Background: an optimization exercise with open tools, aiming at small area, a short achievable clock period and few clock cycles. Do not read the settings as production practice.
The RTL was checked by simulation tests, not by an equivalence proof against the original design.
Power and IR drop assume default switching activity.

## flow/run.sh

```bash
#!/bin/bash
# synth_recipe.tcl (not shown) runs the flow's synth.tcl, then flattens the netlist and writes it again
# the make line also repeats each setting of config.mk as NAME=value (left out here)
make -C /OpenROAD-flow-scripts/flow DESIGN_CONFIG=/design/flow/config.mk WORK_HOME=/design/flow/orfs CLKGATE_MAP_FILE= SYNTH_SCRIPT=/design/flow/synth_recipe.tcl finish
```

## flow/design.v

```verilog
package slim_pkg;
  localparam int unsigned ListDepth = 32;
  localparam logic [1:0] REQ_INSERT_A = 2'd0;
  localparam logic [1:0] REQ_INSERT_B = 2'd1;
  localparam logic [1:0] REQ_MERGE    = 2'd2;
  localparam logic [1:0] STATUS_INSERTED = 2'd0;
  localparam logic [1:0] STATUS_FULL     = 2'd1;
  localparam logic [1:0] STATUS_MERGED   = 2'd2;
  localparam logic [1:0] STATUS_EMPTY    = 2'd3;
  localparam logic SOURCE_A = 1'b0;
  localparam logic SOURCE_B = 1'b1;
  typedef struct packed {
    logic [1:0]         req_type;
    logic signed [31:0] value;
  } slim_in_t;
  typedef struct packed {
    logic signed [31:0] value_out;
    logic               source;
    logic [1:0]         status;
    logic               last;
  } slim_out_t;
  typedef struct packed {
    logic               ins;
    logic               pop;
    logic signed [31:0] value;
  } slim_cmd_t;
  typedef struct packed {
    logic signed [31:0] data;
    logic               valid;
    logic               gt;
  } slim_link_t;
endpackage
module slim_cell (
  input  logic                clk,
  input  logic                rst_n,
  input  slim_pkg::slim_cmd_t cmd,
  input  slim_pkg::slim_link_t prev_link,
  input  slim_pkg::slim_link_t next_link,
  output slim_pkg::slim_link_t link
);
  logic signed [31:0] data_r;
  logic signed [31:0] data_nxt;
  logic               valid_r;
  logic               valid_nxt;
  logic               gt;
  assign gt = valid_r && (data_r > cmd.value);
  always_comb begin
    data_nxt  = data_r;
    valid_nxt = valid_r;
    if (cmd.ins) begin
      if (gt || (!valid_r && prev_link.valid)) begin
        data_nxt  = prev_link.gt ? prev_link.data : cmd.value;
        valid_nxt = 1'b1;
      end
    end else if (cmd.pop) begin
      data_nxt  = next_link.data;
      valid_nxt = next_link.valid;
    end
  end
  always_ff @(posedge clk) begin
    if (!rst_n) begin
      valid_r <= 1'b0;
    end else begin
      valid_r <= valid_nxt;
    end
  end
  always_ff @(posedge clk) begin
    data_r <= data_nxt;
  end
  assign link.data  = data_r;
  assign link.valid = valid_r;
  assign link.gt    = gt;
endmodule
module slim_list (
  input  logic                 clk,
  input  logic                 rst_n,
  input  slim_pkg::slim_cmd_t  cmd,
  output slim_pkg::slim_link_t head,
  output logic                 second_valid,
  output logic                 full
);
  localparam int unsigned Depth = slim_pkg::ListDepth;
  logic [Depth-1:0][31:0] link_data;
  logic [Depth-1:0]       link_valid;
  logic [Depth-1:0]       link_gt;
  for (genvar i = 0; i < Depth; i++) begin : g_cell
    slim_pkg::slim_link_t prev_l;
    slim_pkg::slim_link_t next_l;
    slim_pkg::slim_link_t own_l;
    if (i == 0) begin : g_first
      assign prev_l.data  = '0;
      assign prev_l.valid = 1'b1;
      assign prev_l.gt    = 1'b0;
    end else begin : g_mid_prev
      assign prev_l.data  = link_data[i-1];
      assign prev_l.valid = link_valid[i-1];
      assign prev_l.gt    = link_gt[i-1];
    end
    if (i == Depth - 1) begin : g_last
      assign next_l.data  = '0;
      assign next_l.valid = 1'b0;
      assign next_l.gt    = 1'b0;
    end else begin : g_mid_next
      assign next_l.data  = link_data[i+1];
      assign next_l.valid = link_valid[i+1];
      assign next_l.gt    = link_gt[i+1];
    end
    slim_cell u_cell (
      .clk       (clk),
      .rst_n     (rst_n),
      .cmd       (cmd),
      .prev_link (prev_l),
      .next_link (next_l),
      .link      (own_l)
    );
    assign link_data[i]  = own_l.data;
    assign link_valid[i] = own_l.valid;
    assign link_gt[i]    = own_l.gt;
  end
  assign head.data    = link_data[0];
  assign head.valid   = link_valid[0];
  assign head.gt      = link_gt[0];
  assign second_valid = link_valid[1];
  assign full         = link_valid[Depth - 1];
endmodule
module sorted_list_insert_merge_unit (
  input  logic                clk,
  input  logic                rst_n,
  input  logic                in_valid,
  output logic                in_ready,
  input  slim_pkg::slim_in_t  in_data,
  output logic                out_valid,
  input  logic                out_ready,
  output slim_pkg::slim_out_t out_data
);
  slim_pkg::slim_cmd_t  cmd_a;
  slim_pkg::slim_cmd_t  cmd_b;
  slim_pkg::slim_link_t head_a;
  slim_pkg::slim_link_t head_b;
  logic                 second_a;
  logic                 second_b;
  logic                 full_a;
  logic                 full_b;
  logic                 merging_r;
  logic                 merging_nxt;
  logic                 out_valid_r;
  logic                 out_valid_nxt;
  slim_pkg::slim_out_t  out_data_r;
  slim_pkg::slim_out_t  out_data_nxt;
  logic                 load_ok;
  logic                 in_xfer;
  logic                 take_a;
  assign load_ok  = !out_valid_r || out_ready;
  assign in_ready = !merging_r && load_ok;
  assign in_xfer  = in_valid && in_ready;
  assign take_a = head_a.valid && (!head_b.valid || (head_a.data <= head_b.data));
  always_comb begin
    cmd_a.ins   = 1'b0;
    cmd_a.pop   = 1'b0;
    cmd_a.value = in_data.value;
    cmd_b.ins   = 1'b0;
    cmd_b.pop   = 1'b0;
    cmd_b.value = in_data.value;
    merging_nxt   = merging_r;
    out_valid_nxt = out_valid_r && !out_ready;
    out_data_nxt  = out_data_r;
    if (merging_r && load_ok) begin
      out_valid_nxt          = 1'b1;
      out_data_nxt.status    = slim_pkg::STATUS_MERGED;
      if (take_a) begin
        cmd_a.pop              = 1'b1;
        out_data_nxt.value_out = head_a.data;
        out_data_nxt.source    = slim_pkg::SOURCE_A;
        out_data_nxt.last      = !second_a && !head_b.valid;
      end else begin
        cmd_b.pop              = 1'b1;
        out_data_nxt.value_out = head_b.data;
        out_data_nxt.source    = slim_pkg::SOURCE_B;
        out_data_nxt.last      = !second_b && !head_a.valid;
      end
      merging_nxt = !out_data_nxt.last;
    end else if (in_xfer) begin
      out_data_nxt.value_out = '0;
      out_data_nxt.source    = slim_pkg::SOURCE_A;
      out_data_nxt.last      = 1'b1;
      case (in_data.req_type)
        slim_pkg::REQ_INSERT_A: begin
          out_valid_nxt       = 1'b1;
          cmd_a.ins           = !full_a;
          out_data_nxt.status = full_a ? slim_pkg::STATUS_FULL : slim_pkg::STATUS_INSERTED;
        end
        slim_pkg::REQ_INSERT_B: begin
          out_valid_nxt       = 1'b1;
          cmd_b.ins           = !full_b;
          out_data_nxt.status = full_b ? slim_pkg::STATUS_FULL : slim_pkg::STATUS_INSERTED;
        end
        slim_pkg::REQ_MERGE: begin
          if (head_a.valid || head_b.valid) begin
            merging_nxt = 1'b1;
          end else begin
            out_valid_nxt       = 1'b1;
            out_data_nxt.status = slim_pkg::STATUS_EMPTY;
          end
        end
        default: begin
        end
      endcase
    end
  end
  always_ff @(posedge clk) begin
    if (!rst_n) begin
      merging_r   <= 1'b0;
      out_valid_r <= 1'b0;
    end else begin
      merging_r   <= merging_nxt;
      out_valid_r <= out_valid_nxt;
    end
  end
  always_ff @(posedge clk) begin
    out_data_r <= out_data_nxt;
  end
  slim_list u_list_a (
    .clk          (clk),
    .rst_n        (rst_n),
    .cmd          (cmd_a),
    .head         (head_a),
    .second_valid (second_a),
    .full         (full_a)
  );
  slim_list u_list_b (
    .clk          (clk),
    .rst_n        (rst_n),
    .cmd          (cmd_b),
    .head         (head_b),
    .second_valid (second_b),
    .full         (full_b)
  );
  assign out_valid = out_valid_r;
  assign out_data  = out_data_r;
endmodule
module slim_top (
  input  logic        clk,
  input  logic        rst_n,
  input  logic        in_valid,
  output logic        in_ready,
  input  logic [1:0]  in_req_type,
  input  logic [31:0] in_value,
  output logic        out_valid,
  input  logic        out_ready,
  output logic [31:0] out_value,
  output logic        out_source,
  output logic [1:0]  out_status,
  output logic        out_last
);
  slim_pkg::slim_in_t  in_data;
  slim_pkg::slim_out_t out_data;
  assign in_data.req_type = in_req_type;
  assign in_data.value    = in_value;
  sorted_list_insert_merge_unit u_unit (
    .clk       (clk),
    .rst_n     (rst_n),
    .in_valid  (in_valid),
    .in_ready  (in_ready),
    .in_data   (in_data),
    .out_valid (out_valid),
    .out_ready (out_ready),
    .out_data  (out_data)
  );
  assign out_value  = out_data.value_out;
  assign out_source = out_data.source;
  assign out_status = out_data.status;
  assign out_last   = out_data.last;
endmodule
```

## flow/config.mk

```make
export PLATFORM = sky130hd
export DESIGN_NAME = slim_top
export DESIGN_NICKNAME = slim_top
export VERILOG_FILES = /design/flow/design.v
export SDC_FILE = /design/flow/constraint.sdc
export NUM_CORES = 4
export LEC_CHECK = 0
export CAP_MARGIN = 20
export CORE_MARGIN = 2
export CORE_UTILIZATION = 40
export SLEW_MARGIN = 20
```

## flow/constraint.sdc

```tcl
create_clock -name core_clock -period 5.0 [get_ports {clk}]
set_input_delay 1.0000 -clock core_clock [delete_from_list [all_inputs] [get_ports {clk}]]
set_output_delay 1.0000 -clock core_clock [all_outputs]
set_load 0.01 [all_outputs]
```

==> summary.txt <==
-- layer usage --
layer	global-route usage	vias up	routed length (um)	part of all wire
met5	0.003788	-	298	0.00049
li1	-	58110	-	-
met4	0.1531	16	34920	0.058
met1	0.4220	63930	253300	0.42
met2	0.4522	6774	255200	0.42
met3	0.07120	1137	62430	0.10
-- placed cells by master (no fill, tap or decap), types with 44 or more instances in the layout --
cell       netlist  layout
nand2_1       2516    2459
edfxtp_1      2082    2082
ha_1          2020    1900
nand3_1       1406    1403
o211ai_1      1286    1286
o21ai_0        936     934
mux2i_1        790     770
a21oi_1        705     682
buf_4           12     550
nand4_1        319     319
clkbuf_16        0     282
a21o_1         263     262
nor2_1         264     235
inv_1          263     232
buf_12           0     192
nor2b_1        117     117
ha_4             0     114
nor3_1          83      82
clkbuf_1       848      77
nor4_1          70      68
dfxtp_1         68      68
a211oi_1        63      60
and4_1          58      58
nand2_2          0      56
a221oi_1        55      54
o221ai_1        50      50
o31ai_1         48      48
and3_1          47      47
nand2b_1        46      46
o21a_1          61      44
-- kinds of logic after synthesis --
family,synth area share
compound gates,0.1649
fa+ha+maj,0.1683
buf+inv,0.03362
flops,0.4253
mux,0.05589
simple gates,0.1520
-- worst reg2reg max path: cells and delay by family, from the launching register on --
family	cells	cell delay (ns)
buffers and inverters	2	0.40
flip-flops	1	0.70
AND/OR/NAND/NOR	3	2.03
AO/OA/AOI/OAI	4	0.94
adder cells (fa/ha/maj)	1	0.33
-- worst paths after layout --
check | from | endpoint | slack [ns] | depth (start not counted)
setup / recovery | u_unit.u_list_b.g_cell[0].u_cell.data_r[21] | u_unit.u_list_a.g_cell[12].u_cell.data_r[22] | 0.18 | 10
hold / removal | u_unit.u_list_b.g_cell[31].u_cell.data_r[6] | u_unit.u_list_b.g_cell[30].u_cell.data_r[6] | 0.50 | 2
setup reg to reg | u_unit.u_list_b.g_cell[0].u_cell.data_r[21] | u_unit.u_list_a.g_cell[12].u_cell.data_r[22] | 0.18 | 10
hold reg to reg | u_unit.u_list_b.g_cell[31].u_cell.data_r[6] | u_unit.u_list_b.g_cell[30].u_cell.data_r[6] | 0.50 | 2
-- final cells by class --
type                    count  area [sq um]  share of cell area
diodes                      9         22.52           0.0001308
clock inverters            96         724.4            0.004208
clock buffers             381          7649             0.04443
flip-flops and latches   2150         63880              0.3710
well taps                4994          6248             0.03629
inverters                 265          1114            0.006468
multi-input cells       11650         83990              0.4879
repair buffers            793          8534             0.04957
-- through the flow --
step / setup WS [ns] / utilization / hold slack [ns] / total power [uW] / cell area [sq um]
after floorplan: -0.2608 / - / 0.4779 / 26620 / 152800
after global placement: -0.08772 / 0.4367 / 0.5018 / 29920 / 163600
after detailed placement: -0.09668 / 0.4369 / 0.5122 / 30110 / 163700
after CTS: 0.3042 / 0.4592 / 0.5130 / 49310 / 172100
after global routing: 0.0009233 / 0.4594 / 0.5371 / 50910 / 172100
final: 0.1803 / 0.4595 / 0.5018 / 49470 / 172200
-- power by group through the flow --
| stage | combinational (uW) | clock (uW) | sequential, uW |
|---|---|---|---|
| 2_1_floorplan | 5080 | 0 | 21500 |
| 3_3_place_gp | 7920 | 0 | 22000 |
| 3_5_place_dp | 8120 | 0 | 22000 |
| 4_1_cts | 8150 | 19500 | 21600 |
| 5_1_grt | 9070 | 20100 | 21700 |
| 6_report | 8350 | 19400 | 21700 |
-- registers in the layout, indices dropped and copies added (netlist names) --
name,flops
u_unit.merging_r,1
u_unit.out_valid_r,1
u_unit.out_data_r,36
u_unit.u_list_a.g_cell.u_cell.data_r,1024
u_unit.u_list_b.g_cell.u_cell.data_r,1024
u_unit.u_list_a.g_cell.u_cell.valid_r,32
u_unit.u_list_b.g_cell.u_cell.valid_r,32
==> summary.txt <==
ranking of synthesized cells by area edfxtp_1, ha_1, o211ai_1; Worst IR Drop VDD 0.2263 mV; H-tree depth 5; Setup CP Type register to register; Clock Pin Slew Worst Setup and Hold Paths 0.06 ns; CTS Root Cell clkbuf_16; placed cells 19840; TritonRoute pass-1 iters 7; slew margin rel. 0.2563; Avg Vias per Cell 6.392; Slew Limit Fails 0; postcts setup bufs 0; maximum clock insertion buffer count 4; final cell count without fillers 20330; initial antenna violation count 19; biggest area consumer among synthesized cells edfxtp_1; Post-Synthesis Cell Area 150200 sq um; Die W 616.8 um; element type at the critical path end register; Buffers on Ports 75; WP data required 5.53 ns; Final ANT Viol Nets 0; fillers 35130; largest net degree at the start of global routing 210; CP Cell Sequence inv_1 > ha_1 > a21oi_1 > o21ai_0 > a221oi_1 > o211ai_1 > nor4_1 > nor3_4 > buf_4 > nor2_4; switching share of power 0.2957; Max Freq around 210 MHz; top post-synthesis cells by count nand2_1, edfxtp_1, ha_1; Post-synth EDFFs approximately 2100; max cap viols 0; RSZ-0062 raised after global routing false; Tcrit/Tclk final 0.9639; # DRC 0; crit-path max cell delay 0.99 ns; layout overhead on the synthesized area 14.63%; Chip Height 616.8 um; row cnt 225; num ports between 70 and 80; gr ovfl total 0; count of cell types in the netlist 86; clock latency on the worst-skew pair 0.94 ns; Starting Density 0.4008; first-pass GRT wire length just under 900000 um; total CTS buffers 270; core area between 300000 and 400000 sq um; Hold Crit Class register to register; Synth top area share 0.4163; Post-synth top flop edfxtp_1; Comb pwr share 0.169; clk sinks 2150; Flop pwr share 0.438; Synth Area per Inst 9.946 sq um; asr flop ratio synth 0; die area 380400 sq um; vias roughly 130k; DR iter-0 viols 17370; post-CTS resize count 0; Detail Placement HPWL about 440000 um; GR Util All Layers 0.3075; Setup Viol. Count Final 0; syn_nets 17160; global placement routability congestion 0.9592; cell with the most instances after synthesis nand2_1; Pleak 0.06897 uW; status no timing/DRC/antenna violations; Int Pwr 34840 uW; CP arrival roughly 5.4 ns; clock group share of total power 0.393; layout cell share with drive strength beyond 1 0.1021; Top delay family on crit path simple AND/OR/NAND/NOR gates; CP Launch Type register; Pwr Density 287.3 nW/um^2; post-synthesis sequential area ratio 0.4253; CP Buf/Inv Count 2; wire per inst 29.81 um; fin nets roughly 17000; vias in the first global route ~120k; hold_buf cts 0; Clock Skew 0.05001 ns; total wire length a little over 600000 um; slowest stage cell on the critical path nor4_1; Yosys reg bits around 2200; CTS tree done; Fin. Hold Viols 0; P_sw between 10000 and 15000 uW; Slew @ Worst Pin 1.113 ns; synthesized instance count roughly 15000; CP Max Fanout 32; Tmin final 4.820 ns; Synth Warn # 2; Setup TNS Final 0 ns
Testbench counts, summed over its fixed seeds: cycles 21,006.

port drivers added, routing unchanged:
The flow's constraints put no driver on any port. The routed layout listed below was extracted and timed again, unchanged, in two steps. Step 1 sets driving cells, clkbuf_16 on the clock port and buf_2 on the other inputs (assumed; they add their load-dependent delay and slew). Step 2 moves the port delays by t, midway between the first and last clock arrival at a register: inputs arrive t later, outputs are due t later. That takes back most of the time a late clock gives input paths. Slacks: ideal / step 1 / step 2; pairs: ideal / step 1.
shift t [ns]: 1.018
slack for setup (ns): 0.180 / 0.180 / -0.443
worst setup path after step 2: input to register
worst data-port slew with drivers (ns): 0.18
With both steps, setup timing fails in this run, where it was met with ideal ports. The setup slack of this run moves by 0.000 ns with the drivers and by -0.623 ns with both steps.
